Background: an optimization exercise with open tools, aiming at a short achievable clock period and few clock cycles. Do not read the settings as production practice. In this exercise RTL edits were held to simulation tests only and were not proved equivalent to the original. Power figures rest on the tool's default switching activity, not on a simulated workload.

==> flow/design.v <==
`timescale 1ns/100ps
package cpu_pkg;
    typedef logic [32-1:0]  word_t;
    typedef logic [5-1:0] reg_idx_t;
    typedef enum logic [4:0] {
        ALU_OP_ADD = 5'b00000,
        ALU_OP_SUB = 5'b00001,
        ALU_OP_AND = 5'b00010,
        ALU_OP_OR  = 5'b00011,
        ALU_OP_SLL = 5'b00100,
        ALU_OP_SRA = 5'b00101
    } alu_op_e;
    typedef enum logic [2:0] {
        BR_NONE,
        BR_J,
        BR_JAL,
        BR_JR,
        BR_BNE,
        BR_BLT
    } branch_e;
    typedef struct packed {
        logic [4:0] alu_op;   
        logic     use_imm;    
        logic     is_load;
        logic     is_store;
        branch_e  branch;
        logic     reg_wr;
        reg_idx_t rd;         
    } ctrl_t;
    typedef struct packed {
        word_t pc;
        word_t instr;
    } fd_t;
    typedef struct packed {
        word_t    pc;
        ctrl_t    ctrl;
        reg_idx_t rs;
        reg_idx_t rt;         
        word_t    a;
        word_t    b;
        word_t    imm;
        logic [4:0] shamt;
        word_t    target;
    } dx_t;
    typedef struct packed {
        word_t pc;
        ctrl_t ctrl;
        word_t o;
        word_t b;
    } xm_t;
    typedef struct packed {
        ctrl_t ctrl;
        word_t o;
        word_t d;
    } mw_t;
    typedef struct packed {
        word_t addr;
        word_t wdata;
        logic  wren;
    } dmem_req_t;
    typedef struct packed {
        logic     we;
        reg_idx_t rd;
        word_t    data;
    } wb_t;
endpackage
`timescale 1ns/100ps
module cpu_core(
    input  logic                clock,
    input  logic                reset_i,
    input  logic [31:0]         instr_i,
    input  logic [31:0]         dmem_rdata_i,
    output logic [31:0]         imem_addr_o,
    output logic [31:0]         dmem_addr_o,
    output logic [31:0]         dmem_wdata_o,
    output logic                dmem_wren_o
);
    localparam int BTB_N  = 16;
    localparam int BTB_IW = 4;
    localparam int BTB_TW = 8;
    logic [31:0] pc_q;
    logic              btb_v   [BTB_N];
    logic [BTB_TW-1:0] btb_tag [BTB_N];
    logic [31:0]       btb_tgt [BTB_N];
    logic [1:0]        btb_ctr [BTB_N];
    logic        d_valid;
    logic [31:0] d_pc;
    logic [31:0] d_ir;
    logic        d_hit;
    logic        d_pred_t;
    logic [31:0] d_pred_tgt;
    logic [1:0]  d_ctr;
    logic        e_valid;
    logic [31:0] e_pc;
    logic [31:0] e_pc1;
    logic [31:0] e_a;
    logic [31:0] e_b;
    logic        e_fwd_a;
    logic        e_fwd_b;
    logic [5:0]  e_alu;        
    logic [4:0]  e_sh;
    logic        e_we;
    logic [4:0]  e_rd;
    logic        e_ld;
    logic        e_st;
    logic [31:0] e_addr;
    logic        e_bne;
    logic        e_blt;
    logic        e_jr;
    logic        e_jmp;        
    logic        e_pred_t;
    logic        e_tgt_ok;     
    logic        e_imm0;       
    logic [31:0] e_btgt;
    logic [31:0] e_pnext;      
    logic        e_hit;
    logic [1:0]  e_ctr;
    logic        w_we;
    logic [4:0]  w_rd;
    logic [31:0] w_res;
    logic [31:0] regs [32];
    logic [BTB_IW-1:0] f_idx;
    logic              f_hit;
    logic              f_pred_t;
    logic [31:0]       f_pred_tgt;
    logic [1:0]        f_ctr;
    assign f_idx      = pc_q[BTB_IW-1:0];
    assign f_hit      = btb_v[f_idx] && (btb_tag[f_idx] == pc_q[BTB_IW+BTB_TW-1:BTB_IW]);
    assign f_ctr      = btb_ctr[f_idx];
    assign f_pred_t   = f_hit && f_ctr[1];
    assign f_pred_tgt = btb_tgt[f_idx];
    logic [4:0]  d_op, d_rd, d_rs, d_rt, d_sh, d_fn;
    logic [31:0] d_imm, d_jt, d_pc1, d_btgt;
    logic        d_is_r, d_is_j, d_is_bne, d_is_jal, d_is_jr, d_is_addi, d_is_blt, d_is_sw, d_is_lw;
    logic        d_cond, d_mem;
    logic [4:0]  d_srcb;
    logic [31:0] d_ra, d_rb;
    logic        d_we;
    logic        d_stall;
    logic        d_redir;
    logic [31:0] d_redir_pc;
    logic        d_pt;         
    assign d_op  = d_ir[31:27];
    assign d_rd  = d_ir[26:22];
    assign d_rs  = d_ir[21:17];
    assign d_rt  = d_ir[16:12];
    assign d_sh  = d_ir[11:7];
    assign d_fn  = d_ir[6:2];
    assign d_imm = {{15{d_ir[16]}}, d_ir[16:0]};
    assign d_jt  = {{5{d_ir[26]}}, d_ir[26:0]};
    assign d_pc1 = d_pc + 32'd1;
    assign d_btgt = d_pc1 + d_imm;
    assign d_is_r    = (d_op == 5'd0);
    assign d_is_j    = (d_op == 5'd1);
    assign d_is_bne  = (d_op == 5'd2);
    assign d_is_jal  = (d_op == 5'd3);
    assign d_is_jr   = (d_op == 5'd4);
    assign d_is_addi = (d_op == 5'd5);
    assign d_is_blt  = (d_op == 5'd6);
    assign d_is_sw   = (d_op == 5'd7);
    assign d_is_lw   = (d_op == 5'd8);
    assign d_cond    = d_is_bne || d_is_blt;
    assign d_mem     = d_is_sw || d_is_lw;
    assign d_srcb = d_is_r ? d_rt : d_rd;
    assign d_ra = (w_we && w_rd == d_rs)   ? w_res : regs[d_rs];
    assign d_rb = (w_we && w_rd == d_srcb) ? w_res : regs[d_srcb];
    assign d_we = (d_is_r || d_is_addi || d_is_lw || d_is_jal) &&
                  ((d_is_jal ? 5'd31 : d_rd) != 5'd0);
    assign d_stall = d_valid && d_mem && e_we && (e_rd == d_rs);
    always_comb begin
        d_redir    = 1'b0;
        d_redir_pc = d_pc1;
        d_pt       = d_pred_t;
        if (d_is_j || d_is_jal) begin
            d_redir    = !(d_pred_t && d_pred_tgt == d_jt);
            d_redir_pc = d_jt;
        end else if (d_cond) begin
            if (!d_hit && d_imm[31]) begin
                d_redir    = 1'b1;           
                d_redir_pc = d_btgt;
                d_pt       = 1'b1;
            end
        end else if (d_is_jr) begin
            d_redir = 1'b0;
        end else begin
            d_redir    = d_pred_t;            
            d_redir_pc = d_pc1;
        end
    end
    logic [31:0] x_a, x_b, alu_res;
    logic        x_taken;
    logic        e_mis;
    logic [31:0] e_fix_pc;
    assign x_a = e_fwd_a ? w_res : e_a;
    assign x_b = e_fwd_b ? w_res : e_b;
    always_comb begin
        alu_res = 32'd0;
        if (e_alu[0]) alu_res = x_a + x_b;
        if (e_alu[1]) alu_res = x_a - x_b;
        if (e_alu[2]) alu_res = x_a & x_b;
        if (e_alu[3]) alu_res = x_a | x_b;
        if (e_alu[4]) alu_res = x_a << e_sh;
        if (e_alu[5]) alu_res = $signed(x_a) >>> e_sh;
    end
    assign x_taken = (e_bne && (x_a != x_b)) || (e_blt && ($signed(x_b) < $signed(x_a)));
    always_comb begin
        e_mis    = 1'b0;
        e_fix_pc = e_pc1;
        if (e_valid) begin
            if (e_bne || e_blt) begin
                if (x_taken) begin
                    e_mis    = !e_imm0 && !(e_pred_t && e_tgt_ok);
                    e_fix_pc = e_btgt;
                end else begin
                    e_mis    = !e_imm0 && e_pred_t;
                    e_fix_pc = e_pc1;
                end
            end else if (e_jr) begin
                e_mis    = (x_b != e_pnext);
                e_fix_pc = x_b;
            end
        end
    end
    assign dmem_addr_o  = e_addr;
    assign dmem_wdata_o = x_b;
    assign dmem_wren_o  = e_st;
    assign imem_addr_o  = pc_q;
    always_ff @(posedge clock) begin
        if (reset_i) begin
            pc_q <= 32'd0;
        end else if (e_mis) begin
            pc_q <= e_fix_pc;
        end else if (d_stall) begin
            pc_q <= pc_q;
        end else if (d_valid && d_redir) begin
            pc_q <= d_redir_pc;
        end else if (f_pred_t) begin
            pc_q <= f_pred_tgt;
        end else begin
            pc_q <= pc_q + 32'd1;
        end
    end
    always_ff @(posedge clock) begin
        if (reset_i) begin
            d_valid    <= 1'b0;
            d_pc       <= 32'd0;
            d_ir       <= 32'd0;
            d_hit      <= 1'b0;
            d_pred_t   <= 1'b0;
            d_pred_tgt <= 32'd0;
            d_ctr      <= 2'd0;
        end else if (e_mis) begin
            d_valid <= 1'b0;
        end else if (!d_stall) begin
            d_valid    <= !(d_valid && d_redir);
            d_pc       <= pc_q;
            d_ir       <= instr_i;
            d_hit      <= f_hit;
            d_pred_t   <= f_pred_t;
            d_pred_tgt <= f_pred_tgt;
            d_ctr      <= f_ctr;
        end
    end
    logic d_go;
    assign d_go = d_valid && !d_stall && !e_mis;
    always_ff @(posedge clock) begin
        if (reset_i) begin
            e_valid  <= 1'b0;
            e_we     <= 1'b0;
            e_ld     <= 1'b0;
            e_st     <= 1'b0;
            e_bne    <= 1'b0;
            e_blt    <= 1'b0;
            e_jr     <= 1'b0;
            e_jmp    <= 1'b0;
            e_pc     <= 32'd0;
            e_pc1    <= 32'd0;
            e_a      <= 32'd0;
            e_b      <= 32'd0;
            e_fwd_a  <= 1'b0;
            e_fwd_b  <= 1'b0;
            e_alu    <= 6'd0;
            e_sh     <= 5'd0;
            e_rd     <= 5'd0;
            e_addr   <= 32'd0;
            e_pred_t <= 1'b0;
            e_tgt_ok <= 1'b0;
            e_imm0   <= 1'b0;
            e_btgt   <= 32'd0;
            e_pnext  <= 32'd0;
            e_hit    <= 1'b0;
            e_ctr    <= 2'd0;
        end else begin
            e_valid <= d_go;
            e_we    <= d_go && d_we;
            e_ld    <= d_go && d_is_lw;
            e_st    <= d_go && d_is_sw;
            e_bne   <= d_go && d_is_bne;
            e_blt   <= d_go && d_is_blt;
            e_jr    <= d_go && d_is_jr;
            e_jmp   <= d_go && (d_is_j || d_is_jal);
            e_pc    <= d_pc;
            e_pc1   <= d_pc1;
            e_a     <= d_is_jal ? d_pc1 : d_ra;
            e_b     <= d_is_addi ? d_imm : (d_is_jal ? 32'd0 : d_rb);
            e_fwd_a <= !d_is_jal && e_we && (e_rd == d_rs);
            e_fwd_b <= !d_is_jal && !d_is_addi && e_we && (e_rd == d_srcb);
            if (d_is_r) begin
                e_alu <= {d_fn == 5'd5, d_fn == 5'd4, d_fn == 5'd3,
                          d_fn == 5'd2, d_fn == 5'd1, d_fn == 5'd0};
            end else if (d_is_addi || d_is_jal) begin
                e_alu <= 6'b000001;
            end else begin
                e_alu <= 6'b000000;
            end
            e_sh     <= d_sh;
            e_rd     <= d_is_jal ? 5'd31 : d_rd;
            e_addr   <= d_ra + d_imm;
            e_pred_t <= d_pt;
            e_tgt_ok <= (d_pred_tgt == d_btgt) || !d_hit;
            e_imm0   <= (d_ir[16:0] == 17'd0);
            e_btgt   <= (d_is_j || d_is_jal) ? d_jt : d_btgt;
            e_pnext  <= d_pred_t ? d_pred_tgt : d_pc1;
            e_hit    <= d_hit;
            e_ctr    <= d_ctr;
        end
    end
    always_ff @(posedge clock) begin
        if (reset_i) begin
            w_we  <= 1'b0;
            w_rd  <= 5'd0;
            w_res <= 32'd0;
        end else begin
            w_we  <= e_we;
            w_rd  <= e_rd;
            w_res <= e_ld ? dmem_rdata_i : alu_res;
        end
    end
    always_ff @(posedge clock) begin
        if (reset_i) begin
            for (int i = 0; i < 32; i++) regs[i] <= 32'd0;
        end else if (w_we) begin
            regs[w_rd] <= w_res;
        end
    end
    logic [BTB_IW-1:0] u_idx;
    logic              u_en;
    logic              u_taken;
    logic [1:0]        u_ctr;
    logic [31:0]       u_tgt;
    assign u_idx   = e_pc[BTB_IW-1:0];
    assign u_taken = e_jmp || e_jr || x_taken;
    assign u_tgt   = e_jr ? x_b : e_btgt;
    assign u_en    = e_valid && (e_jmp || e_jr || ((e_bne || e_blt) && (x_taken || e_hit)));
    always_comb begin
        if (e_jmp || e_jr)  u_ctr = 2'd3;
        else if (!e_hit)    u_ctr = 2'd2;
        else if (x_taken)   u_ctr = (e_ctr == 2'd3) ? 2'd3 : e_ctr + 2'd1;
        else                u_ctr = (e_ctr == 2'd0) ? 2'd0 : e_ctr - 2'd1;
    end
    always_ff @(posedge clock) begin
        if (reset_i) begin
            for (int i = 0; i < BTB_N; i++) begin
                btb_v[i]   <= 1'b0;
                btb_tag[i] <= '0;
                btb_tgt[i] <= 32'd0;
                btb_ctr[i] <= 2'd0;
            end
        end else if (u_en) begin
            btb_v[u_idx]   <= 1'b1;
            btb_tag[u_idx] <= e_pc[BTB_IW+BTB_TW-1:BTB_IW];
            btb_tgt[u_idx] <= u_tgt;
            btb_ctr[u_idx] <= u_ctr;
        end
    end
endmodule
==> flow/run.sh <==
#!/bin/bash
# synth_recipe.tcl (not shown) runs the flow's synth.tcl, then flattens the netlist and writes it again
# the make line also repeats each setting of config.mk as NAME=value (left out here)
make -C /OpenROAD-flow-scripts/flow DESIGN_CONFIG=/design/flow/config.mk WORK_HOME=/design/flow/orfs CLKGATE_MAP_FILE= SYNTH_SCRIPT=/design/flow/synth_recipe.tcl finish
==> flow/config.mk <==
export PLATFORM = sky130hd
export DESIGN_NAME = cpu_core
export DESIGN_NICKNAME = cpu_core
export VERILOG_FILES = /design/flow/design.v
export SDC_FILE = /design/flow/constraint.sdc
export NUM_CORES = 4
export LEC_CHECK = 0
export CAP_MARGIN = 20
export CORE_MARGIN = 2
export CORE_UTILIZATION = 40
export SLEW_MARGIN = 20
==> flow/constraint.sdc <==
create_clock -name core_clock -period 9.0 [get_ports {clock}]
set_input_delay 1.8000 -clock core_clock [delete_from_list [all_inputs] [get_ports {clock}]]
set_output_delay 1.8000 -clock core_clock [all_outputs]
set_load 0.01 [all_outputs]
==> flow_summary.rst <==
.. list-table::
   :header-rows: 1

   * - Metric
     - Value
   * - Bufs on Longest Clock Path
     - 4
   * - Main area contributors after synthesis
     - edfxtp_1 44%, mux4_2 11%, dfxtp_1 7.4%, and2_1 6.3%, nand2_1 5.3%
   * - Pin count of the biggest net entering global routing
     - about 150
   * - Number of nets still failing antenna checks after routing
     - 0
   * - Count leader, synth
     - edfxtp_1
   * - Slack of the worst reg-to-reg path
     - 1.38 ns
   * - Source of the worst register-to-register timing path
     - e_fwd_b
   * - Worst setup startpoint
     - e_fwd_b
   * - Reg-to-Reg End
     - btb_tgt[11][10]
   * - Total congestion overflow
     - 0
   * - Fraction of the yosys area taken by sequential cells
     - between 50% and 60%
   * - Area share of the leading cell type in the synthesized netlist
     - a little over two fifths
   * - Worst hold path cell count
     - 1
   * - Syn-to-layout area delta
     - 11.8%
   * - Final hold vios
     - 0
   * - Async SR Flop Fraction
     - 0%
   * - Post-synthesis cell count
     - 10900
   * - Final cell area excluding filler cells
     - 0.131 mm^2
   * - Total negative setup slack
     - 0 ns
   * - Int Power
     - 17.9 mW
   * - Post-CTS Hold Fix Bufs
     - 0
   * - Cts repair resizes
     - 0
   * - Area enclosed by the die boundary
     - between 0.2 and 0.3 mm^2
   * - Die height
     - 545 um
   * - Number of buffers added for setup after CTS
     - 0
   * - Hold path start
     - btb_v[10]
   * - Number of antenna violations at the first check in global routing
     - 44
   * - Seq pwr share
     - 44.6%
   * - Cell variety after synth
     - 96
   * - Effective utilization at floorplan
     - 40.2%
   * - Buffers on Ports
     - 162
   * - Number of global-route vias before repair
     - 89500
   * - Clock sink count
     - 2128
   * - Number of DRC markers in iteration 0
     - about 15000
   * - Worst-path clk slew
     - 0.06 ns
   * - Worst clock skew
     - 0.135 ns
   * - Relative slew slack
     - 17.5%
   * - Critical Path Sink
     - btb_tgt[11][10]
   * - Max-capacitance violation count
     - 0
   * - Hpwl dp
     - 311000 um
   * - Total of warnings raised by yosys
     - 1
   * - Max Clock Freq
     - 131 MHz
   * - Power per standard cell area
     - 194 mW/mm^2
   * - Number of H-tree levels
     - 4
   * - Final period util
     - 84.7%
   * - Number of pins with negative max-slew slack in the final report
     - 0
   * - Remaining routing DRC violations
     - 0
   * - Clock Latency Late Sink
     - 0.94 ns
   * - Classification of the worst setup path
     - flip-flop to flip-flop
   * - Net Count, Synth
     - 11200
   * - Number of detailed-routing iterations run before antenna repair
     - 8
   * - Layout cell share with drive strength beyond 1
     - 13.6%
   * - Post-synthesis sequential element count
     - 2128
   * - Total clock buffers created by CTS
     - 236
   * - Transition time at the pin with the least slew margin
     - approximately 1.2 ns
   * - CP endpoint kind
     - flip-flop
   * - Final count of negative-setup-slack endpoints
     - 0
   * - Placed cell areas
     - 0.123 mm^2
   * - Leak pwr
     - 46.8 nW
   * - Ratio of routed vias to standard cells
     - 6.31
   * - Ys flop type
     - edfxtp_1
   * - First-pass GRT wire length
     - 679000 um
   * - Area leader, netlist
     - edfxtp_1
   * - Final net count
     - 10900
   * - Final RePlAce weighted congestion
     - 1.01
   * - # IOs
     - 163
   * - Core Region
     - just under 0.3 mm^2
   * - Clock tree from TritonCTS
     - done
   * - Arrival time worst endpoint
     - 8.30 ns
   * - Root buffer cell
     - clkbuf_16
   * - Unrepaired setup endpoints after global routing
     - false
   * - Total power after layout
     - 25.4 mW
   * - Leading post-synthesis cells by instance count
     - 1696 x edfxtp_1, 1657 x nand2_1, 1176 x and2_1
   * - Area of the mapped netlist
     - 0.117 mm^2
   * - Startpoint type of the worst setup path
     - flip-flop
   * - Clock period minus final worst setup slack
     - 7.62 ns
   * - Switching portion of total power
     - between 20 and 30%
   * - Status
     - finished clean
   * - Min-Delay Path Class
     - flip-flop to flip-flop
   * - Switching component of the power
     - 7.51 mW
   * - WL final
     - 485000 um
   * - Layout Cells excl Fill
     - roughly 15000
   * - Chip Width
     - 545 um
   * - Post-synthesis area per instance
     - 10.8 um^2
   * - Number of enable flip-flop cells after synthesis
     - 1696
   * - Max FO, Critical Path
     - 35
   * - Clock network fraction of total power
     - a little under two fifths
   * - Cell total after placement
     - 14300
   * - Worst endpoint required time
     - 9.68 ns
   * - Vias after detailed routing
     - 93000
   * - Max VDD drop
     - 168 uV
   * - GRT Total Usage
     - between 30 and 40%
   * - Fraction of power consumed by combinational cells
     - 17.3%
   * - Average wire per standard cell
     - 32.9 um
   * - Worst Reg2Reg Path Length in Cells
     - 15
   * - Number of placement rows
     - 198
==> placed cells by master, fill, tap and decap left out, types with 161 or more instances in the layout <==
cell type,instances
and2_1,1176
clkdlybuf4s50_1,161
ha_1,199
nor2_1,1006
o21ai_0,277
a311oi_1,200
nand2_1,1639
nand3_1,421
clkbuf_16,240
buf_4,314
dfxtp_1,410
edfxtp_1,1696
mux2i_1,217
mux4_2,550
xnor2_1,161
a21oi_1,415
==> power groups by stage <==
stage          combinational, mW  sequential, mW  clock, mW
2_1_floorplan               2.53            11.3          0
3_3_place_gp                4.26            11.5          0
3_5_place_dp                4.26            11.5          0
4_1_cts                     4.28            11.3       9.70
5_1_grt                     4.56            11.3       10.1
6_report                    4.39            11.3       9.66
==> worst min path at each step <==
| stage | slack (ns) | endpoint |
|---|---|---|
| after floorplan | 0.42 | btb_v[10] |
| after global placement | 0.43 | btb_v[12] |
| after detailed placement | 0.44 | btb_v[10] |
| after CTS | 0.45 | btb_v[10] |
| after global routing | 0.47 | btb_v[5] |
| final | 0.45 | btb_v[10] |
==> registers in the layout, indices dropped and copies added, names as in the netlist, 6 cells and up, named ones only <==
name / flops
regs: 1024
btb_tgt: 512
btb_tag: 128
btb_ctr: 32
d_ir: 32
d_pc: 32
d_pred_tgt: 32
e_a: 32
e_addr: 32
e_b: 32
e_btgt: 32
e_pc1: 32
e_pnext: 32
pc_q: 32
w_res: 32
btb_v: 16
e_pc: 12
e_alu: 6
==> worst max-delay path, stage by stage (launching register included) <==
cell	delay, ns
dfxtp_2	0.55
buf_12	0.31
mux2i_1	0.74
ha_1	0.51
or4_4	0.59
nor4_4	0.45
and4_1	0.36
o21ai_1	0.12
o21ai_1	0.22
nor4_1	0.11
or3_1	0.41
o22ai_2	0.48
a211o_1	0.72
or3_2	0.77
nand2_2	0.56
buf_12	0.38
==> metrics by stage <==
stage	hold WS (ns)	setup WS, ns	utilization [%]
3_3_place_gp	0.428	1.35	42.3
4_1_cts	0.450	1.65	44.9
6_report	0.447	1.38	45.0
5_1_grt	0.469	1.18	45.0
2_1_floorplan	0.421	2.90	-
3_5_place_dp	0.436	1.65	42.3
==> routing by layer <==
layer / track usage [%] / routed length, um / up-vias
met5: 0 / 96 / -
met2: 47.6 / 210000 / 6413
met1: 43.5 / 188000 / 46700
met4: 17.4 / 31200 / 14
met3: 7.02 / 56500 / 1211
li1: - / - / 38700
==> kinds of logic after synthesis <==
kind of cell / count (synthesis) / synth area share [%]
AO/OA/AOI/OAI: 1541 / 8.69
XOR/XNOR: 242 / 1.82
adder cells (fa/ha/maj): 203 / 2.20
buffers and inverters: 1160 / 4.00
flip-flops: 2128 / 50.9
multiplexers: 812 / 12.9
AND/OR/NAND/NOR: 4795 / 19.5
==> area by class of cell <==
type,instances,area (um^2)
fillers,26700,160000
flip-flops and latches,2128,59600
multi-input cells,7593,53800
clock buffers,294,6300
well taps,3900,4880
repair buffers,500,4450
clock inverters,137,1240
inverters,165,624
diodes,27,67.6
Testbench counts, summed over its fixed seeds: cycles 44,423.

-- re-timing with driven ports --
How much do the figures lean on ideal ports? The routed layout below was timed once more, with nothing changed but the port constraints.
Step 1 (the two cells are an assumption about what drives the block):
set clk [get_ports {clock}]
set_driving_cell -lib_cell sky130_fd_sc_hd__clkbuf_16 $clk
set_driving_cell -lib_cell sky130_fd_sc_hd__buf_2 [delete_from_list [all_inputs] $clk]
Step 2, shift: input delay + t, output delay - t, t = (earliest + latest rising clock arrival at the registers) / 2. This alone moves slack from input paths to output paths.
Slacks: no drivers / after step 1 / after step 2; pairs: no drivers / after step 1.
t, ns: 0.970
setup slack, ns: 1.381 / 1.381 / 1.381
worst hold slack (ns): 0.447 / 0.447 / 0.447
After both steps setup and hold are still met in this run. The setup slack of this run moves by 0.000 ns with the drivers and by 0.000 ns with both steps.
